This is an optimization exercise on Yosys and OpenROAD, whose aim is small area, not a production implementation. Function was checked by simulation only, so behaviour that the tests miss may differ from the original.

==> design.v <==
module rope_step_scheduler #(
   parameter int CORES          = 4,
   parameter int NODES_PER_CORE = 5,
   parameter int RELAX_PASSES   = 3,
   parameter int TIMEOUT        = 1023
) (
   input  logic                                        clk,
   input  logic                                        reset,
   input  logic                                        frame_start,
   input  logic [9:0]                                  in_mouse_x,
   input  logic [9:0]                                  in_mouse_y,
   input  logic [CORES-1:0]                            core_done,
   input  logic [CORES*NODES_PER_CORE*10-1:0]          nodes_x,
   input  logic [CORES*NODES_PER_CORE*10-1:0]          nodes_y,
   output logic                                        core_step,
   output logic                                        core_phase,
   output logic [31:0]                                 mouse_x,
   output logic [31:0]                                 mouse_y,
   input  logic [$clog2(CORES*NODES_PER_CORE)-1:0]     rd_idx,
   output logic [9:0]                                  rd_x,
   output logic [9:0]                                  rd_y,
   output logic                                        busy,
   output logic                                        frame_ready,
   output logic [7:0]                                  overrun_cnt,
   output logic                                        timeout_err
);
   localparam int N      = CORES * NODES_PER_CORE;
   localparam int IDX_W  = $clog2(N);
   localparam int TMR_W  = $clog2(TIMEOUT + 1);
   localparam int PASS_W = $clog2(RELAX_PASSES + 1);
   typedef enum logic [2:0] {
      S_IDLE, S_LATCH, S_ISSUE, S_WAIT, S_COPY, S_SWAP
   } state_t;
   state_t             state_q, state_d;
   logic               phase_q, phase_d;
   logic [PASS_W-1:0]  pass_cnt_q, pass_cnt_d;
   logic [CORES-1:0]   done_seen_q, done_seen_d;
   logic [TMR_W-1:0]   timer_q, timer_d;
   logic [IDX_W-1:0]   cpy_idx_q, cpy_idx_d;
   logic               front_q, front_d;
   logic [1:0][N-1:0][9:0] bank_x_q;
   logic [1:0][N-1:0][9:0] bank_x_d;
   logic [1:0][N-1:0][9:0] bank_y_q;
   logic [1:0][N-1:0][9:0] bank_y_d;
   logic               core_step_q, core_step_d;
   logic               core_phase_q, core_phase_d;
   logic [31:0]        mouse_x_q, mouse_x_d;
   logic [31:0]        mouse_y_q, mouse_y_d;
   logic [9:0]         rd_x_q, rd_x_d;
   logic [9:0]         rd_y_q, rd_y_d;
   logic               busy_q, busy_d;
   logic               frame_ready_q, frame_ready_d;
   logic [7:0]         overrun_cnt_q, overrun_cnt_d;
   logic               timeout_err_q, timeout_err_d;
   always_comb begin
      state_d       = state_q;
      phase_d       = phase_q;
      pass_cnt_d    = pass_cnt_q;
      done_seen_d   = done_seen_q;
      timer_d       = timer_q;
      cpy_idx_d     = cpy_idx_q;
      front_d       = front_q;
      bank_x_d      = bank_x_q;
      bank_y_d      = bank_y_q;
      mouse_x_d     = mouse_x_q;
      mouse_y_d     = mouse_y_q;
      overrun_cnt_d = overrun_cnt_q;
      timeout_err_d = timeout_err_q;
      if (frame_start && (state_q != S_IDLE) && (overrun_cnt_q != 8'hFF))
         overrun_cnt_d = overrun_cnt_q + 8'd1;
      case (state_q)
         S_IDLE: begin
            if (frame_start)
               state_d = S_LATCH;
         end
         S_LATCH: begin
            mouse_x_d  = {10'b0, in_mouse_x, 12'b0};
            mouse_y_d  = {10'b0, in_mouse_y, 12'b0};
            pass_cnt_d = '0;
            phase_d    = 1'b0;
            state_d    = S_ISSUE;
         end
         S_ISSUE: begin
            done_seen_d = '0;
            timer_d     = TMR_W'(TIMEOUT);
            state_d     = S_WAIT;
         end
         S_WAIT: begin
            done_seen_d = done_seen_q | core_done;
            timer_d     = timer_q - TMR_W'(1);
            if (&done_seen_d) begin
               if (!phase_q) begin
                  phase_d    = 1'b1;
                  pass_cnt_d = '0;
                  state_d    = S_ISSUE;
               end else if (int'(pass_cnt_q) < RELAX_PASSES - 1) begin
                  pass_cnt_d = pass_cnt_q + PASS_W'(1);
                  state_d    = S_ISSUE;
               end else begin
                  cpy_idx_d = '0;
                  state_d   = S_COPY;
               end
            end else if (timer_q == TMR_W'(1)) begin
               timeout_err_d = 1'b1;
               state_d       = S_IDLE;
            end
         end
         S_COPY: begin
            bank_x_d[!front_q][cpy_idx_q] = nodes_x[cpy_idx_q*10 +: 10];
            bank_y_d[!front_q][cpy_idx_q] = nodes_y[cpy_idx_q*10 +: 10];
            if (cpy_idx_q == IDX_W'(N - 1)) begin
               cpy_idx_d = '0;
               state_d   = S_SWAP;
            end else begin
               cpy_idx_d = cpy_idx_q + IDX_W'(1);
            end
         end
         S_SWAP: begin
            front_d = !front_q;
            state_d = S_IDLE;
         end
         default: state_d = S_IDLE;
      endcase
      core_step_d   = (state_d == S_ISSUE);
      core_phase_d  = (state_d == S_ISSUE) ? phase_d : core_phase_q;
      busy_d        = (state_d != S_IDLE);
      frame_ready_d = (state_q == S_SWAP);
      rd_x_d = '0;
      rd_y_d = '0;
      if (int'(rd_idx) < N) begin
         rd_x_d = bank_x_q[front_q][rd_idx];
         rd_y_d = bank_y_q[front_q][rd_idx];
      end
   end
   always_ff @(posedge clk or posedge reset) begin
      if (reset) begin
         state_q       <= S_IDLE;
         phase_q       <= 1'b0;
         pass_cnt_q    <= '0;
         done_seen_q   <= '0;
         timer_q       <= '0;
         cpy_idx_q     <= '0;
         front_q       <= 1'b0;
         bank_x_q      <= '0;
         bank_y_q      <= '0;
         core_step_q   <= 1'b0;
         core_phase_q  <= 1'b0;
         mouse_x_q     <= '0;
         mouse_y_q     <= '0;
         rd_x_q        <= '0;
         rd_y_q        <= '0;
         busy_q        <= 1'b0;
         frame_ready_q <= 1'b0;
         overrun_cnt_q <= '0;
         timeout_err_q <= 1'b0;
      end else begin
         state_q       <= state_d;
         phase_q       <= phase_d;
         pass_cnt_q    <= pass_cnt_d;
         done_seen_q   <= done_seen_d;
         timer_q       <= timer_d;
         cpy_idx_q     <= cpy_idx_d;
         front_q       <= front_d;
         bank_x_q      <= bank_x_d;
         bank_y_q      <= bank_y_d;
         core_step_q   <= core_step_d;
         core_phase_q  <= core_phase_d;
         mouse_x_q     <= mouse_x_d;
         mouse_y_q     <= mouse_y_d;
         rd_x_q        <= rd_x_d;
         rd_y_q        <= rd_y_d;
         busy_q        <= busy_d;
         frame_ready_q <= frame_ready_d;
         overrun_cnt_q <= overrun_cnt_d;
         timeout_err_q <= timeout_err_d;
      end
   end
   assign core_step   = core_step_q;
   assign core_phase  = core_phase_q;
   assign mouse_x     = mouse_x_q;
   assign mouse_y     = mouse_y_q;
   assign rd_x        = rd_x_q;
   assign rd_y        = rd_y_q;
   assign busy        = busy_q;
   assign frame_ready = frame_ready_q;
   assign overrun_cnt = overrun_cnt_q;
   assign timeout_err = timeout_err_q;
endmodule
==> run.sh <==
#!/bin/bash
# synth_recipe.tcl (not shown) runs the flow's synth.tcl, then flattens the netlist and writes it again
# the make line also repeats each setting of config.mk as NAME=value (left out here)
make -C /OpenROAD-flow-scripts/flow DESIGN_CONFIG=/design/flow/config.mk WORK_HOME=/design/flow/orfs CLKGATE_MAP_FILE= SYNTH_SCRIPT=/design/flow/synth_recipe.tcl finish
==> config.mk <==
export PLATFORM = sky130hd
export DESIGN_NAME = rope_step_scheduler
export DESIGN_NICKNAME = rope_step_scheduler
export VERILOG_FILES = /design/flow/design.v
export SDC_FILE = /design/flow/constraint.sdc
export NUM_CORES = 4
export LEC_CHECK = 0
export CAP_MARGIN = 20
export CORE_MARGIN = 2
export CORE_UTILIZATION = 30
export SETUP_SLACK_MARGIN = 0.3
export SLEW_MARGIN = 20
==> constraint.sdc <==
create_clock -name core_clock -period 7.0 [get_ports {clk}]
set_input_delay 1.4000 -clock core_clock [delete_from_list [all_inputs] [get_ports {clk}]]
set_output_delay 1.4000 -clock core_clock [all_outputs]
set_load 0.01 [all_outputs]
==> run notes <==
## final timing paths
kind / to / slack (ns) / from / cells past startpoint
worst max-delay path: bank_y_q[358]$_DFFE_PP0P_ / 0.52 / cpy_idx_q[3]$_DFFE_PP0P_ / 17
worst min-delay path: mouse_y[14]$_DFFE_PP0P_ / 0.48 / mouse_y[14]$_DFFE_PP0P_ / 2
worst max register to register: bank_y_q[358]$_DFFE_PP0P_ / 0.52 / cpy_idx_q[3]$_DFFE_PP0P_ / 17
worst min register to register: mouse_y[14]$_DFFE_PP0P_ / 0.48 / mouse_y[14]$_DFFE_PP0P_ / 2
max in group asynchronous: bank_x_q[373]$_DFFE_PP0P_ / 4.23 / reset / 4
min in group asynchronous: bank_x_q[157]$_DFFE_PP0P_ / 0.99 / reset / 2
## per-stage QoR
stage | util (%) | cell area, um2 | TNS, ns | setup WS, ns | instances
final | 36.2 | 80300 | 0 | 0.516 | 10100
after global routing | 36.1 | 80100 | 0 | 0.366 | 10100
after CTS | 36.1 | 80000 | 0 | 0.665 | 10000
after detailed placement | 34.3 | 76200 | 0 | 0.684 | 9833
after global placement | 34.3 | 76200 | 0 | 0.693 | 9833
after floorplan | - | 67100 | -5700.97 | -6.49 | 6655
## worst max-delay path, cell delays in order (launching register included)
cell and delay [ns]:
dfrtp_1 0.60, ha_1 0.33, ha_1 0.22, fa_1 0.47, xor2_1 0.18, ha_1 0.37
a31oi_2 0.39, xnor2_1 0.25, nor3_1 0.53, and2_1 0.21, ha_1 0.19, nand3_4 0.30
buf_4 0.39, nor3_2 0.45, buf_4 0.29, nand3_1 0.50, nor2_1 0.50, a221o_1 0.21
## state kept, by name, indices dropped and copies added, names as in the netlist, 2 cells and up
name / count
bank_x_q: 400
bank_y_q: 400
cpy_idx_q: 5
done_seen_q: 4
mouse_x: 10
mouse_y: 10
overrun_cnt_q: 8
pass_cnt_q: 2
rd_x_q: 10
rd_y_q: 10
state_q: 3
timer_q: 10
## placed cells by master (no fill, tap or decap), types with 28 or more instances in the layout
master and n:
a211oi_1 99, conb_1 44, clkbuf_16 112, nor3_1 67, buf_12 28, o211ai_1 51, o22ai_1 42, nand2_1 1127
nor2b_1 70, clkdlybuf4s50_1 482, a221oi_1 42, o21ai_0 599, buf_4 315, nor2_1 243, mux4_2 606, o221ai_1 34
o2bb2ai_1 57, nand4_1 30, mux2i_1 509, mux2_2 108, o31ai_1 30, a21oi_1 275, nand3_1 161, a31oi_1 51
a32oi_1 55, dfrtp_1 877, diode_2 96, a22oi_1 75, a22o_1 278, and3_1 31
## metal layers
metal	vias up	track usage, %
li1	26400	-
met1	34900	45.0
met2	6613	52.5
met3	1505	17.4
met4	56	30.1
met5	-	0
## logic make-up (layout without fill, tap and decap cells)
| kind of cell | count (synthesis) | in the layout | synth area share (%) |
|---|---|---|---|
| compound gates | 1890 | 1890 | 18.9 |
| xor+xnor | 39 | 39 | 0.587 |
| fa+ha+maj | 28 | 28 | 0.546 |
| buf+inv | 651 | 1063 | 4.60 |
| flops | 879 | 879 | 32.9 |
| mux | 1224 | 1224 | 29.9 |
| other cells | 1 | 140 | 0.00561 |
| simple gates | 1900 | 1900 | 12.6 |
## area by class of cell
type	count	area, um2	area share (%)
clock buffers	153	3150	3.92
flip-flops and latches	879	22000	27.4
inverters	27	125	0.156
well taps	2975	3720	4.64
diodes	96	240	0.299
clock inverters	55	701	0.873
repair buffers	828	7790	9.70
multi-input cells	5125	42600	53.0
==> qor.txt <==
RSZ-0062 raised after global routing -> false
Synthesized flop and latch total -> 879
H-tree depth -> 3
Layout filler cell count -> 22400
Count of antenna-violating nets left after detailed routing -> 0
Initial standard-cell utilization of the core -> 30.2%
Arrival time at the worst endpoint -> 7.25 ns
Fraction of the yosys area taken by sequential cells -> 32.9%
Final Skew -> 0.0532 ns
Top FF cell, synth -> dfrtp_1
Number of warnings printed during yosys synthesis -> 1
Max transition margin -> 14.3%
Routed len/inst -> 43.8 um
Startpoint kind of the worst setup timing path -> register
Required time of the critical path -> 7.77 ns
Synth top area share -> 32.9%
Post-detail-place hpwl -> 333000 um
Actual transition at the worst max-transition pin -> 1.27 ns
Vias in the first global route -> 64600
Cell types with the highest counts after synthesis -> nand2_1, dfrtp_1, mux4_2, o21ai_0, mux2i_1
Metal1 wirelength -> 156000 um
Global-route wire length before repair -> 590000 um
Net count of the finished layout -> 7432
Final Critical Period -> 6.48 ns
Number of vias per cell -> 6.85
Core Region -> 222000 um2
Number of placement rows -> 173
Fraction of layout instances using a drive strength above 1 -> 19.8%
Yosys cell types -> 94
Status -> no timing/DRC/antenna violations
Max Slew Vio Count -> 0
Length of routed met2 wiring -> 182000 um
Mean instance size in the synthesized netlist -> 10.1 um2
Hold Violations, Final -> 0
Maximum number of pins on one net before global-route repair -> 157
Layout area overhead -> 20.0%
Clock-pin slew on the worst setup and hold paths -> 0.06 ns
X dimension of the die -> 476 um
Post-Syn Instances -> 6612
Async set-reset flop share out of synthesis -> 100%
Violation count after the first detailed-route iteration -> 11100
Final number of setup-violating endpoints -> 0
Leading post-synthesis cells by cell area -> dfrtp_1, mux4_2, mux2i_1
Aggregate global routing overflow -> 0
Sink count of the clock tree -> 879
Crit share post-route -> 92.6%
I/O pin count -> 529
Cell area after synthesis -> 66900 um2
Cell taking the most area after synthesis -> dfrtp_1
Worst hold slack after final layout -> 0.478 ns
Clock latency on the worst-skew pair -> 0.84 ns
TritonCTS clock tree -> built
Critical path fanouts, max -> 17
WL met3 -> 64800 um
Overall fraction of global-route tracks in use -> 37.9%
CTS hold repair buffers -> 0
Total number of vias -> 69500
Final Wtd Congestion -> 1.09
Capturing element type of the critical path -> register
Routed WL -> 444000 um
Length of the first detailed-routing pass in iterations -> 8
Most frequently used cell type in the post-synthesis netlist -> nand2_1
Number of I/O port buffers -> 484
Longest Clk Path Bufs -> 3
Path class of the lowest-slack min-delay path -> reg -> reg
Critical setup path kind -> reg -> reg
Vert. Die Dim -> 476 um
Buffers inserted during post-CTS setup optimization -> 0
Number of antenna violations at the first check in global routing -> 95
Number of flops mapped to enable cells by yosys -> 0
Cts repair resizes -> 0
Number of CTS-inserted buffers -> 111
Number of DRC violations after detailed routing -> 0
CTS Root Cell -> clkbuf_16
Max Clk Rate -> 154 MHz
Total Die Area -> 227000 um2
Reported max-cap violation count -> 0
Top Layer Used -> met5

[afterwards: timing with drivers on the ports]
No port has a modelled driver above. Below, the same layout with a new extraction and two added sets of constraints.
Step 1: set_driving_cell puts a clkbuf_16 on clk and a buf_2 on each other input, an assumption about the parent block.
Step 2 also shifts input and output timing later by t, the mid clock arrival at the registers, as if the neighbouring blocks saw the same clock.
Slacks: ideal ports / drivers / drivers and shift; pairs: ideal ports / drivers.
shift t [ns]: 0.912
slack for setup (ns): 0.516 / 0.516 / 0.414
worst setup path at the end: input to register
After both steps setup and hold are still met in this run. For this run, drivers alone change the setup slack by 0.000 ns; drivers and shift together by -0.102 ns.
